This is an optimization exercise on Yosys and OpenROAD, whose aim is small area, not a production implementation.
Where RTL was checked, it was by simulation tests only, not by an equivalence proof against the original.

==> willow <==
==> flow/design.v (excerpt) <==
module pan_tilt_top (
	input  logic clk,
	input  logic reset,
	input  logic in_valid,
	input  logic [11:0] x_com,
	input  logic [11:0] y_com,
	input  logic [11:0] x_light,
	input  logic [11:0] y_light,
	input  logic [11:0] height,
	output logic out_valid,
	output logic [7:0] pan,
	output logic [7:0] tilt
);
	logic [0:0] sf_s0;
	logic [11:0] px0_s0;
	logic [12:0] py0_s0;
	logic [12:0] dx_s0;
	logic [12:0] dy_s0;
	logic [11:0] height_r1;
	logic [0:0] sf_r1;
	logic [11:0] px0_r1;
	logic [12:0] py0_r1;
	logic [0:0] pb0_s1;
	logic [12:0] px1_s1;
	logic [12:0] py1_s1;
	logic [0:0] pb1_s1;
	logic [12:0] px2_s1;
	logic [12:0] py2_s1;
	logic [11:0] height_r2;
	logic [0:0] sf_r2;
	logic [0:0] pb0_r2;
	logic [0:0] pb1_r2;
	logic [12:0] px2_r2;
	logic [12:0] py2_r2;
	logic [0:0] pb2_s2;
	logic [13:0] px3_s2;
	logic [11:0] py3_s2;
	logic [0:0] pb3_s2;
	logic [13:0] px4_s2;
	logic [10:0] py4_s2;
	logic [11:0] height_r3;
	logic [0:0] sf_r3;
  ...
Settings: LEC_CHECK=0, ABC_AREA=1, CAP_MARGIN=20, CORE_MARGIN=2, CORE_UTILIZATION=40, CTS_CLUSTER_DIAMETER=100, CTS_CLUSTER_SIZE=24, SLEW_MARGIN=20; clock period 5.0 ns.
standard.sh (not shown) runs the stock make flow with config.mk's settings and CLKGATE_MAP_FILE= SYNTH_SCRIPT=/design/flow/synth_recipe.tcl, a recipe that flattens the netlist after the stock synthesis.
==> flow/flow/run.sh <==
#!/bin/bash
set -euo pipefail
bash standard.sh ADDER_MAP_FILE= finish > flow_make.log 2>&1
==> zinc: changes against willow <==
--- a/flow/design.v
+++ b/flow/design.v
@@ -427,34 +427,34 @@
 	assign dx_s0 = {1'b0, x_com} - {1'b0, x_light};
 	assign dy_s0 = {1'b0, y_com} - {1'b0, y_light};
 	assign sf_s0 = dx_s0[12];
 	add_sk #(.W(12)) u_add1 (.a((dx_s0[11:0] ^ {12{dx_s0[12]}})), .b(12'd0), .ci(dx_s0[12]), .s(px0_s0));
 	add_sk #(.W(13)) u_add2 (.a((dy_s0 ^ {13{dx_s0[12]}})), .b(13'd0), .ci(dx_s0[12]), .s(py0_s0));
 	assign pb0_s1 = ~py0_r1[12];
-	add_rca #(.W(13)) u_add3 (.a({1'b0, px0_r1}), .b({1'b0, (py0_r1[11:0] ^ {12{py0_r1[12]}})}), .ci(py0_r1[12]), .s(px1_s1));
+	add_sk #(.W(13)) u_add3 (.a({1'b0, px0_r1}), .b({1'b0, (py0_r1[11:0] ^ {12{py0_r1[12]}})}), .ci(py0_r1[12]), .s(px1_s1));
 	add_sk #(.W(13)) u_add4 (.a(py0_r1), .b(({1'b0, px0_r1[11:0]} ^ {13{~py0_r1[12]}})), .ci(~py0_r1[12]), .s(py1_s1));
 	assign pb1_s1 = ~py1_s1[12];
-	add_rca #(.W(13)) u_add5 (.a(px1_s1), .b({2'b0, (py1_s1[11:1] ^ {11{py1_s1[12]}})}), .ci(py1_s1[12]), .s(px2_s1));
+	add_sk #(.W(13)) u_add5 (.a(px1_s1), .b({2'b0, (py1_s1[11:1] ^ {11{py1_s1[12]}})}), .ci(py1_s1[12]), .s(px2_s1));
 	add_sk #(.W(13)) u_add6 (.a(py1_s1), .b(({1'b0, px1_s1[12:1]} ^ {13{~py1_s1[12]}})), .ci(~py1_s1[12]), .s(py2_s1));
 	assign pb2_s2 = ~py2_r2[12];
-	add_rca #(.W(14)) u_add7 (.a({1'b0, px2_r2}), .b({4'b0, (py2_r2[11:2] ^ {10{py2_r2[12]}})}), .ci(py2_r2[12]), .s(px3_s2));
+	add_sk #(.W(14)) u_add7 (.a({1'b0, px2_r2}), .b({4'b0, (py2_r2[11:2] ^ {10{py2_r2[12]}})}), .ci(py2_r2[12]), .s(px3_s2));
 	add_sk #(.W(12)) u_add8 (.a(py2_r2[11:0]), .b(({1'b0, px2_r2[12:2]} ^ {12{~py2_r2[12]}})), .ci(~py2_r2[12]), .s(py3_s2));
 	assign pb3_s2 = ~py3_s2[11];
-	add_rca #(.W(14)) u_add9 (.a(px3_s2), .b({6'b0, (py3_s2[10:3] ^ {8{py3_s2[11]}})}), .ci(py3_s2[11]), .s(px4_s2));
+	add_sk #(.W(14)) u_add9 (.a(px3_s2), .b({6'b0, (py3_s2[10:3] ^ {8{py3_s2[11]}})}), .ci(py3_s2[11]), .s(px4_s2));
 	add_sk #(.W(11)) u_add10 (.a(py3_s2[10:0]), .b((px3_s2[13:3] ^ {11{~py3_s2[11]}})), .ci(~py3_s2[11]), .s(py4_s2));
 	assign pb4_s3 = ~py4_r3[10];
-	add_rca #(.W(14)) u_add11 (.a(px4_r3), .b({8'b0, (py4_r3[9:4] ^ {6{py4_r3[10]}})}), .ci(py4_r3[10]), .s(px5_s3));
+	add_sk #(.W(14)) u_add11 (.a(px4_r3), .b({8'b0, (py4_r3[9:4] ^ {6{py4_r3[10]}})}), .ci(py4_r3[10]), .s(px5_s3));
 	add_sk #(.W(11)) u_add12 (.a(py4_r3), .b(({1'b0, px4_r3[13:4]} ^ {11{~py4_r3[10]}})), .ci(~py4_r3[10]), .s(py5_s3));
 	assign pb5_s3 = ~py5_s3[10];
-	add_rca #(.W(14)) u_add13 (.a(px5_s3), .b({9'b0, (py5_s3[9:5] ^ {5{py5_s3[10]}})}), .ci(py5_s3[10]), .s(px6_s3));
+	add_sk #(.W(14)) u_add13 (.a(px5_s3), .b({9'b0, (py5_s3[9:5] ^ {5{py5_s3[10]}})}), .ci(py5_s3[10]), .s(px6_s3));
 	add_sk #(.W(10)) u_add14 (.a(py5_s3[9:0]), .b(({1'b0, px5_s3[13:5]} ^ {10{~py5_s3[10]}})), .ci(~py5_s3[10]), .s(py6_s3));
 	assign pb6_s4 = ~py6_r4[9];
-	add_rca #(.W(14)) u_add15 (.a(px6_r4), .b({11'b0, (py6_r4[8:6] ^ {3{py6_r4[9]}})}), .ci(py6_r4[9]), .s(px7_s4));
+	add_sk #(.W(14)) u_add15 (.a(px6_r4), .b({11'b0, (py6_r4[8:6] ^ {3{py6_r4[9]}})}), .ci(py6_r4[9]), .s(px7_s4));
 	add_sk #(.W(9)) u_add16 (.a(py6_r4[8:0]), .b(({1'b0, px6_r4[13:6]} ^ {9{~py6_r4[9]}})), .ci(~py6_r4[9]), .s(py7_s4));
 	assign pb7_s4 = ~py7_s4[8];
-	add_rca #(.W(14)) u_add17 (.a(px7_s4), .b({13'b0, (py7_s4[7:7] ^ {1{py7_s4[8]}})}), .ci(py7_s4[8]), .s(px8_s4));
+	add_sk #(.W(14)) u_add17 (.a(px7_s4), .b({13'b0, (py7_s4[7:7] ^ {1{py7_s4[8]}})}), .ci(py7_s4[8]), .s(px8_s4));
 	add_sk #(.W(8)) u_add18 (.a(py7_s4[7:0]), .b(({1'b0, px7_s4[13:7]} ^ {8{~py7_s4[8]}})), .ci(~py7_s4[8]), .s(py8_s4));
 	assign pb8_s4 = ~py8_s4[7];
 	assign pX_s4 = px8_s4;
 	assign pa9_s4 = {2'b0, py8_s4[7]};
 	add_sk #(.W(7)) u_add19 (.a(py8_s4[6:0]), .b(({1'b0, px8_s4[13:8]} ^ {7{~py8_s4[7]}})), .ci(~py8_s4[7]), .s(py9_s4));
 	assign hprod_s5 = height_r5 * 15'd26981;
@@ -570,31 +570,31 @@
 	assign pcsa_s7_84 = pb1_r7 & 1'b1;
 	assign pcsa_s7_85 = {1'b0, pcsa_s7_84, pcsa_s7_82, pcsa_s7_80, pcsa_s7_78, pcsa_s7_76, pcsa_s7_74, pcsa_s7_72, pcsa_s7_70, pcsa_s7_68, pcsa_s7_66, pcsa_s7_64, pcsa_s7_62, pcsa_s7_60, pcsa_s7_59, 1'b1};
 	assign pcsa_s7_86 = {1'b0, pb0_r7, pcsa_s7_83, pcsa_s7_81, pcsa_s7_79, pcsa_s7_77, pcsa_s7_75, pcsa_s7_73, pcsa_s7_71, pcsa_s7_69, pcsa_s7_67, pcsa_s7_65, pcsa_s7_63, pcsa_s7_61, 1'b1, 1'b0};
 	add_sk #(.W(16)) u_add27 (.a(pcsa_s7_85), .b(pcsa_s7_86), .ci(1'b0), .s(pcsa_s7_87));
 	assign pan_b_s7 = {pcsa_s7_87[15] ^ sf_r7, pcsa_s7_87[14:8]};
 	assign tb1_s7 = ~ty1_r7[14];
-	add_rca #(.W(15)) u_add28 (.a({1'b0, tx1_r7}), .b({2'b0, (ty1_r7[13:1] ^ {13{ty1_r7[14]}})}), .ci(ty1_r7[14]), .s(tx2_s7));
+	add_sk #(.W(15)) u_add28 (.a({1'b0, tx1_r7}), .b({2'b0, (ty1_r7[13:1] ^ {13{ty1_r7[14]}})}), .ci(ty1_r7[14]), .s(tx2_s7));
 	add_sk #(.W(14)) u_add29 (.a(ty1_r7[13:0]), .b(({1'b0, tx1_r7[13:1]} ^ {14{~ty1_r7[14]}})), .ci(~ty1_r7[14]), .s(ty2_s7));
 	assign tb2_s7 = ~ty2_s7[13];
-	add_rca #(.W(15)) u_add30 (.a(tx2_s7), .b({4'b0, (ty2_s7[12:2] ^ {11{ty2_s7[13]}})}), .ci(ty2_s7[13]), .s(tx3_s7));
+	add_sk #(.W(15)) u_add30 (.a(tx2_s7), .b({4'b0, (ty2_s7[12:2] ^ {11{ty2_s7[13]}})}), .ci(ty2_s7[13]), .s(tx3_s7));
 	add_sk #(.W(13)) u_add31 (.a(ty2_s7[12:0]), .b((tx2_s7[14:2] ^ {13{~ty2_s7[13]}})), .ci(~ty2_s7[13]), .s(ty3_s7));
 	assign tb3_s8 = ~ty3_r8[12];
-	add_rca #(.W(15)) u_add32 (.a(tx3_r8), .b({6'b0, (ty3_r8[11:3] ^ {9{ty3_r8[12]}})}), .ci(ty3_r8[12]), .s(tx4_s8));
+	add_sk #(.W(15)) u_add32 (.a(tx3_r8), .b({6'b0, (ty3_r8[11:3] ^ {9{ty3_r8[12]}})}), .ci(ty3_r8[12]), .s(tx4_s8));
 	add_sk #(.W(13)) u_add33 (.a(ty3_r8), .b(({1'b0, tx3_r8[14:3]} ^ {13{~ty3_r8[12]}})), .ci(~ty3_r8[12]), .s(ty4_s8));
 	assign tb4_s8 = ~ty4_s8[12];
-	add_rca #(.W(15)) u_add34 (.a(tx4_s8), .b({7'b0, (ty4_s8[11:4] ^ {8{ty4_s8[12]}})}), .ci(ty4_s8[12]), .s(tx5_s8));
+	add_sk #(.W(15)) u_add34 (.a(tx4_s8), .b({7'b0, (ty4_s8[11:4] ^ {8{ty4_s8[12]}})}), .ci(ty4_s8[12]), .s(tx5_s8));
 	add_sk #(.W(12)) u_add35 (.a(ty4_s8[11:0]), .b(({1'b0, tx4_s8[14:4]} ^ {12{~ty4_s8[12]}})), .ci(~ty4_s8[12]), .s(ty5_s8));
 	assign tb5_s9 = ~ty5_r9[11];
-	add_rca #(.W(15)) u_add36 (.a(tx5_r9), .b({9'b0, (ty5_r9[10:5] ^ {6{ty5_r9[11]}})}), .ci(ty5_r9[11]), .s(tx6_s9));
+	add_sk #(.W(15)) u_add36 (.a(tx5_r9), .b({9'b0, (ty5_r9[10:5] ^ {6{ty5_r9[11]}})}), .ci(ty5_r9[11]), .s(tx6_s9));
 	add_sk #(.W(11)) u_add37 (.a(ty5_r9[10:0]), .b(({1'b0, tx5_r9[14:5]} ^ {11{~ty5_r9[11]}})), .ci(~ty5_r9[11]), .s(ty6_s9));
 	assign tb6_s9 = ~ty6_s9[10];
-	add_rca #(.W(15)) u_add38 (.a(tx6_s9), .b({11'b0, (ty6_s9[9:6] ^ {4{ty6_s9[10]}})}), .ci(ty6_s9[10]), .s(tx7_s9));
+	add_sk #(.W(15)) u_add38 (.a(tx6_s9), .b({11'b0, (ty6_s9[9:6] ^ {4{ty6_s9[10]}})}), .ci(ty6_s9[10]), .s(tx7_s9));
 	add_sk #(.W(10)) u_add39 (.a(ty6_s9[9:0]), .b(({1'b0, tx6_s9[14:6]} ^ {10{~ty6_s9[10]}})), .ci(~ty6_s9[10]), .s(ty7_s9));
 	assign tb7_s10 = ~ty7_r10[9];
-	add_rca #(.W(15)) u_add40 (.a(tx7_r10), .b({13'b0, (ty7_r10[8:7] ^ {2{ty7_r10[9]}})}), .ci(ty7_r10[9]), .s(tx8_s10));
+	add_sk #(.W(15)) u_add40 (.a(tx7_r10), .b({13'b0, (ty7_r10[8:7] ^ {2{ty7_r10[9]}})}), .ci(ty7_r10[9]), .s(tx8_s10));
 	add_sk #(.W(9)) u_add41 (.a(ty7_r10[8:0]), .b(({1'b0, tx7_r10[14:7]} ^ {9{~ty7_r10[9]}})), .ci(~ty7_r10[9]), .s(ty8_s10));
 	assign tb8_s10 = ~ty8_s10[8];
 	assign tX_s10 = tx8_s10;
 	assign ta9_s10 = {2'b0, ty8_s10[8]};
 	add_sk #(.W(8)) u_add42 (.a(ty8_s10[7:0]), .b(({1'b0, tx8_s10[14:8]} ^ {8{~ty8_s10[8]}})), .ci(~ty8_s10[8]), .s(ty9_s10));
 	assign tXh9_s10 = tX_s10[14:9];
==> flow/flow/run.sh (replaced) <==
#!/bin/bash
set -euo pipefail
here=$(pwd)
rm -rf "$here/synth_scripts"
cp -r "$FLOW_HOME/scripts" "$here/synth_scripts"
cp "$here/flow/abc_area.script" "$here/synth_scripts/abc_area.script"
bash standard.sh SCRIPTS_DIR="$here/synth_scripts" ADDER_MAP_FILE= synth > flow_synth.log 2>&1
bash standard.sh ADDER_MAP_FILE= finish > flow_make.log 2>&1
==> flow/flow/abc_area.script (new file) <==
strash
dch
map -a
topo
stime -c
buffer -c
upsize -c
dnsize -c
CTS_CLUSTER_DIAMETER = unset   (was 100)
CTS_CLUSTER_SIZE = unset   (was 24)
==> delta: changes against willow <==
--- a/flow/design.v
+++ b/flow/design.v
@@ -427,34 +427,34 @@
 	assign dx_s0 = {1'b0, x_com} - {1'b0, x_light};
 	assign dy_s0 = {1'b0, y_com} - {1'b0, y_light};
 	assign sf_s0 = dx_s0[12];
 	add_sk #(.W(12)) u_add1 (.a((dx_s0[11:0] ^ {12{dx_s0[12]}})), .b(12'd0), .ci(dx_s0[12]), .s(px0_s0));
 	add_sk #(.W(13)) u_add2 (.a((dy_s0 ^ {13{dx_s0[12]}})), .b(13'd0), .ci(dx_s0[12]), .s(py0_s0));
 	assign pb0_s1 = ~py0_r1[12];
-	add_rca #(.W(13)) u_add3 (.a({1'b0, px0_r1}), .b({1'b0, (py0_r1[11:0] ^ {12{py0_r1[12]}})}), .ci(py0_r1[12]), .s(px1_s1));
+	add_sk #(.W(13)) u_add3 (.a({1'b0, px0_r1}), .b({1'b0, (py0_r1[11:0] ^ {12{py0_r1[12]}})}), .ci(py0_r1[12]), .s(px1_s1));
 	add_sk #(.W(13)) u_add4 (.a(py0_r1), .b(({1'b0, px0_r1[11:0]} ^ {13{~py0_r1[12]}})), .ci(~py0_r1[12]), .s(py1_s1));
 	assign pb1_s1 = ~py1_s1[12];
-	add_rca #(.W(13)) u_add5 (.a(px1_s1), .b({2'b0, (py1_s1[11:1] ^ {11{py1_s1[12]}})}), .ci(py1_s1[12]), .s(px2_s1));
+	add_sk #(.W(13)) u_add5 (.a(px1_s1), .b({2'b0, (py1_s1[11:1] ^ {11{py1_s1[12]}})}), .ci(py1_s1[12]), .s(px2_s1));
 	add_sk #(.W(13)) u_add6 (.a(py1_s1), .b(({1'b0, px1_s1[12:1]} ^ {13{~py1_s1[12]}})), .ci(~py1_s1[12]), .s(py2_s1));
 	assign pb2_s2 = ~py2_r2[12];
-	add_rca #(.W(14)) u_add7 (.a({1'b0, px2_r2}), .b({4'b0, (py2_r2[11:2] ^ {10{py2_r2[12]}})}), .ci(py2_r2[12]), .s(px3_s2));
+	add_sk #(.W(14)) u_add7 (.a({1'b0, px2_r2}), .b({4'b0, (py2_r2[11:2] ^ {10{py2_r2[12]}})}), .ci(py2_r2[12]), .s(px3_s2));
 	add_sk #(.W(12)) u_add8 (.a(py2_r2[11:0]), .b(({1'b0, px2_r2[12:2]} ^ {12{~py2_r2[12]}})), .ci(~py2_r2[12]), .s(py3_s2));
 	assign pb3_s2 = ~py3_s2[11];
-	add_rca #(.W(14)) u_add9 (.a(px3_s2), .b({6'b0, (py3_s2[10:3] ^ {8{py3_s2[11]}})}), .ci(py3_s2[11]), .s(px4_s2));
+	add_sk #(.W(14)) u_add9 (.a(px3_s2), .b({6'b0, (py3_s2[10:3] ^ {8{py3_s2[11]}})}), .ci(py3_s2[11]), .s(px4_s2));
 	add_sk #(.W(11)) u_add10 (.a(py3_s2[10:0]), .b((px3_s2[13:3] ^ {11{~py3_s2[11]}})), .ci(~py3_s2[11]), .s(py4_s2));
 	assign pb4_s3 = ~py4_r3[10];
-	add_rca #(.W(14)) u_add11 (.a(px4_r3), .b({8'b0, (py4_r3[9:4] ^ {6{py4_r3[10]}})}), .ci(py4_r3[10]), .s(px5_s3));
+	add_sk #(.W(14)) u_add11 (.a(px4_r3), .b({8'b0, (py4_r3[9:4] ^ {6{py4_r3[10]}})}), .ci(py4_r3[10]), .s(px5_s3));
 	add_sk #(.W(11)) u_add12 (.a(py4_r3), .b(({1'b0, px4_r3[13:4]} ^ {11{~py4_r3[10]}})), .ci(~py4_r3[10]), .s(py5_s3));
 	assign pb5_s3 = ~py5_s3[10];
-	add_rca #(.W(14)) u_add13 (.a(px5_s3), .b({9'b0, (py5_s3[9:5] ^ {5{py5_s3[10]}})}), .ci(py5_s3[10]), .s(px6_s3));
+	add_sk #(.W(14)) u_add13 (.a(px5_s3), .b({9'b0, (py5_s3[9:5] ^ {5{py5_s3[10]}})}), .ci(py5_s3[10]), .s(px6_s3));
 	add_sk #(.W(10)) u_add14 (.a(py5_s3[9:0]), .b(({1'b0, px5_s3[13:5]} ^ {10{~py5_s3[10]}})), .ci(~py5_s3[10]), .s(py6_s3));
 	assign pb6_s4 = ~py6_r4[9];
-	add_rca #(.W(14)) u_add15 (.a(px6_r4), .b({11'b0, (py6_r4[8:6] ^ {3{py6_r4[9]}})}), .ci(py6_r4[9]), .s(px7_s4));
+	add_sk #(.W(14)) u_add15 (.a(px6_r4), .b({11'b0, (py6_r4[8:6] ^ {3{py6_r4[9]}})}), .ci(py6_r4[9]), .s(px7_s4));
 	add_sk #(.W(9)) u_add16 (.a(py6_r4[8:0]), .b(({1'b0, px6_r4[13:6]} ^ {9{~py6_r4[9]}})), .ci(~py6_r4[9]), .s(py7_s4));
 	assign pb7_s4 = ~py7_s4[8];
-	add_rca #(.W(14)) u_add17 (.a(px7_s4), .b({13'b0, (py7_s4[7:7] ^ {1{py7_s4[8]}})}), .ci(py7_s4[8]), .s(px8_s4));
+	add_sk #(.W(14)) u_add17 (.a(px7_s4), .b({13'b0, (py7_s4[7:7] ^ {1{py7_s4[8]}})}), .ci(py7_s4[8]), .s(px8_s4));
 	add_sk #(.W(8)) u_add18 (.a(py7_s4[7:0]), .b(({1'b0, px7_s4[13:7]} ^ {8{~py7_s4[8]}})), .ci(~py7_s4[8]), .s(py8_s4));
 	assign pb8_s4 = ~py8_s4[7];
 	assign pX_s4 = px8_s4;
 	assign pa9_s4 = {2'b0, py8_s4[7]};
 	add_sk #(.W(7)) u_add19 (.a(py8_s4[6:0]), .b(({1'b0, px8_s4[13:8]} ^ {7{~py8_s4[7]}})), .ci(~py8_s4[7]), .s(py9_s4));
 	assign hprod_s5 = height_r5 * 15'd26981;
@@ -570,31 +570,31 @@
 	assign pcsa_s7_84 = pb1_r7 & 1'b1;
 	assign pcsa_s7_85 = {1'b0, pcsa_s7_84, pcsa_s7_82, pcsa_s7_80, pcsa_s7_78, pcsa_s7_76, pcsa_s7_74, pcsa_s7_72, pcsa_s7_70, pcsa_s7_68, pcsa_s7_66, pcsa_s7_64, pcsa_s7_62, pcsa_s7_60, pcsa_s7_59, 1'b1};
 	assign pcsa_s7_86 = {1'b0, pb0_r7, pcsa_s7_83, pcsa_s7_81, pcsa_s7_79, pcsa_s7_77, pcsa_s7_75, pcsa_s7_73, pcsa_s7_71, pcsa_s7_69, pcsa_s7_67, pcsa_s7_65, pcsa_s7_63, pcsa_s7_61, 1'b1, 1'b0};
 	add_sk #(.W(16)) u_add27 (.a(pcsa_s7_85), .b(pcsa_s7_86), .ci(1'b0), .s(pcsa_s7_87));
 	assign pan_b_s7 = {pcsa_s7_87[15] ^ sf_r7, pcsa_s7_87[14:8]};
 	assign tb1_s7 = ~ty1_r7[14];
-	add_rca #(.W(15)) u_add28 (.a({1'b0, tx1_r7}), .b({2'b0, (ty1_r7[13:1] ^ {13{ty1_r7[14]}})}), .ci(ty1_r7[14]), .s(tx2_s7));
+	add_sk #(.W(15)) u_add28 (.a({1'b0, tx1_r7}), .b({2'b0, (ty1_r7[13:1] ^ {13{ty1_r7[14]}})}), .ci(ty1_r7[14]), .s(tx2_s7));
 	add_sk #(.W(14)) u_add29 (.a(ty1_r7[13:0]), .b(({1'b0, tx1_r7[13:1]} ^ {14{~ty1_r7[14]}})), .ci(~ty1_r7[14]), .s(ty2_s7));
 	assign tb2_s7 = ~ty2_s7[13];
-	add_rca #(.W(15)) u_add30 (.a(tx2_s7), .b({4'b0, (ty2_s7[12:2] ^ {11{ty2_s7[13]}})}), .ci(ty2_s7[13]), .s(tx3_s7));
+	add_sk #(.W(15)) u_add30 (.a(tx2_s7), .b({4'b0, (ty2_s7[12:2] ^ {11{ty2_s7[13]}})}), .ci(ty2_s7[13]), .s(tx3_s7));
 	add_sk #(.W(13)) u_add31 (.a(ty2_s7[12:0]), .b((tx2_s7[14:2] ^ {13{~ty2_s7[13]}})), .ci(~ty2_s7[13]), .s(ty3_s7));
 	assign tb3_s8 = ~ty3_r8[12];
-	add_rca #(.W(15)) u_add32 (.a(tx3_r8), .b({6'b0, (ty3_r8[11:3] ^ {9{ty3_r8[12]}})}), .ci(ty3_r8[12]), .s(tx4_s8));
+	add_sk #(.W(15)) u_add32 (.a(tx3_r8), .b({6'b0, (ty3_r8[11:3] ^ {9{ty3_r8[12]}})}), .ci(ty3_r8[12]), .s(tx4_s8));
 	add_sk #(.W(13)) u_add33 (.a(ty3_r8), .b(({1'b0, tx3_r8[14:3]} ^ {13{~ty3_r8[12]}})), .ci(~ty3_r8[12]), .s(ty4_s8));
 	assign tb4_s8 = ~ty4_s8[12];
-	add_rca #(.W(15)) u_add34 (.a(tx4_s8), .b({7'b0, (ty4_s8[11:4] ^ {8{ty4_s8[12]}})}), .ci(ty4_s8[12]), .s(tx5_s8));
+	add_sk #(.W(15)) u_add34 (.a(tx4_s8), .b({7'b0, (ty4_s8[11:4] ^ {8{ty4_s8[12]}})}), .ci(ty4_s8[12]), .s(tx5_s8));
 	add_sk #(.W(12)) u_add35 (.a(ty4_s8[11:0]), .b(({1'b0, tx4_s8[14:4]} ^ {12{~ty4_s8[12]}})), .ci(~ty4_s8[12]), .s(ty5_s8));
 	assign tb5_s9 = ~ty5_r9[11];
-	add_rca #(.W(15)) u_add36 (.a(tx5_r9), .b({9'b0, (ty5_r9[10:5] ^ {6{ty5_r9[11]}})}), .ci(ty5_r9[11]), .s(tx6_s9));
+	add_sk #(.W(15)) u_add36 (.a(tx5_r9), .b({9'b0, (ty5_r9[10:5] ^ {6{ty5_r9[11]}})}), .ci(ty5_r9[11]), .s(tx6_s9));
 	add_sk #(.W(11)) u_add37 (.a(ty5_r9[10:0]), .b(({1'b0, tx5_r9[14:5]} ^ {11{~ty5_r9[11]}})), .ci(~ty5_r9[11]), .s(ty6_s9));
 	assign tb6_s9 = ~ty6_s9[10];
-	add_rca #(.W(15)) u_add38 (.a(tx6_s9), .b({11'b0, (ty6_s9[9:6] ^ {4{ty6_s9[10]}})}), .ci(ty6_s9[10]), .s(tx7_s9));
+	add_sk #(.W(15)) u_add38 (.a(tx6_s9), .b({11'b0, (ty6_s9[9:6] ^ {4{ty6_s9[10]}})}), .ci(ty6_s9[10]), .s(tx7_s9));
 	add_sk #(.W(10)) u_add39 (.a(ty6_s9[9:0]), .b(({1'b0, tx6_s9[14:6]} ^ {10{~ty6_s9[10]}})), .ci(~ty6_s9[10]), .s(ty7_s9));
 	assign tb7_s10 = ~ty7_r10[9];
-	add_rca #(.W(15)) u_add40 (.a(tx7_r10), .b({13'b0, (ty7_r10[8:7] ^ {2{ty7_r10[9]}})}), .ci(ty7_r10[9]), .s(tx8_s10));
+	add_sk #(.W(15)) u_add40 (.a(tx7_r10), .b({13'b0, (ty7_r10[8:7] ^ {2{ty7_r10[9]}})}), .ci(ty7_r10[9]), .s(tx8_s10));
 	add_sk #(.W(9)) u_add41 (.a(ty7_r10[8:0]), .b(({1'b0, tx7_r10[14:7]} ^ {9{~ty7_r10[9]}})), .ci(~ty7_r10[9]), .s(ty8_s10));
 	assign tb8_s10 = ~ty8_s10[8];
 	assign tX_s10 = tx8_s10;
 	assign ta9_s10 = {2'b0, ty8_s10[8]};
 	add_sk #(.W(8)) u_add42 (.a(ty8_s10[7:0]), .b(({1'b0, tx8_s10[14:8]} ^ {8{~ty8_s10[8]}})), .ci(~ty8_s10[8]), .s(ty9_s10));
 	assign tXh9_s10 = tX_s10[14:9];
==> flow/flow/run.sh (replaced) <==
#!/bin/bash
set -euo pipefail
here=$(pwd)
rm -rf "$here/synth_scripts"
cp -r "$FLOW_HOME/scripts" "$here/synth_scripts"
cp "$here/flow/abc_area.script" "$here/synth_scripts/abc_area.script"
bash standard.sh SCRIPTS_DIR="$here/synth_scripts" ADDER_MAP_FILE= synth > flow_synth.log 2>&1
bash standard.sh ADDER_MAP_FILE= finish > flow_make.log 2>&1
==> flow/flow/abc_area.script (new file) <==
strash
dch
amap
topo
stime -c
buffer -c
upsize -c
dnsize -c
CTS_CLUSTER_DIAMETER = unset   (was 100)
CTS_CLUSTER_SIZE = unset   (was 24)
==> notes <==
delta finished with setup timing left. willow went through all stages and came out clean. zinc reached the layout checks and failed them: setup timing.
The highest final area belongs to delta, the lowest to willow.
Area after synthesis: willow is higher than delta (21%).
In delta the via count is larger than in willow, by about 16%.
Synthesized cell count: delta < zinc < willow.
Function not checked in willow: the RTL went through the layout flow alone.

afterwards: timing with drivers on the ports:
Ports are ideal in the flow. The routed layouts listed here were re-timed in OpenROAD. Step 1 (the two cells are an assumption about what drives the block):
set clk [get_ports {clk}]
set_driving_cell -lib_cell sky130_fd_sc_hd__clkbuf_16 $clk
set_driving_cell -lib_cell sky130_fd_sc_hd__buf_2 [delete_from_list [all_inputs] $clk]
Step 2 also shifts input and output timing later by t, the mid clock arrival at the registers, as if the neighbouring blocks saw the same clock. a / b / c = ideal ports / drivers / drivers and shift; a / b = the first two.
run	t (ns)	slack for setup (ns)	slew at the worst register clock pin (ns)	worst slew at a driven data input, ns	cell pins on the clock port's net
willow	0.679	0.483 / 0.420 / 0.206	0.10 / 0.10	0.07	1
zinc	0.671	-0.699 / -0.699 / -0.699	0.07 / 0.07	0.07	1
delta	0.669	-0.769 / -0.769 / -0.769	0.07 / 0.07	0.04	1
The setup slack of willow, which loses most, moves by -0.063 ns with the drivers and by -0.277 ns with both steps.
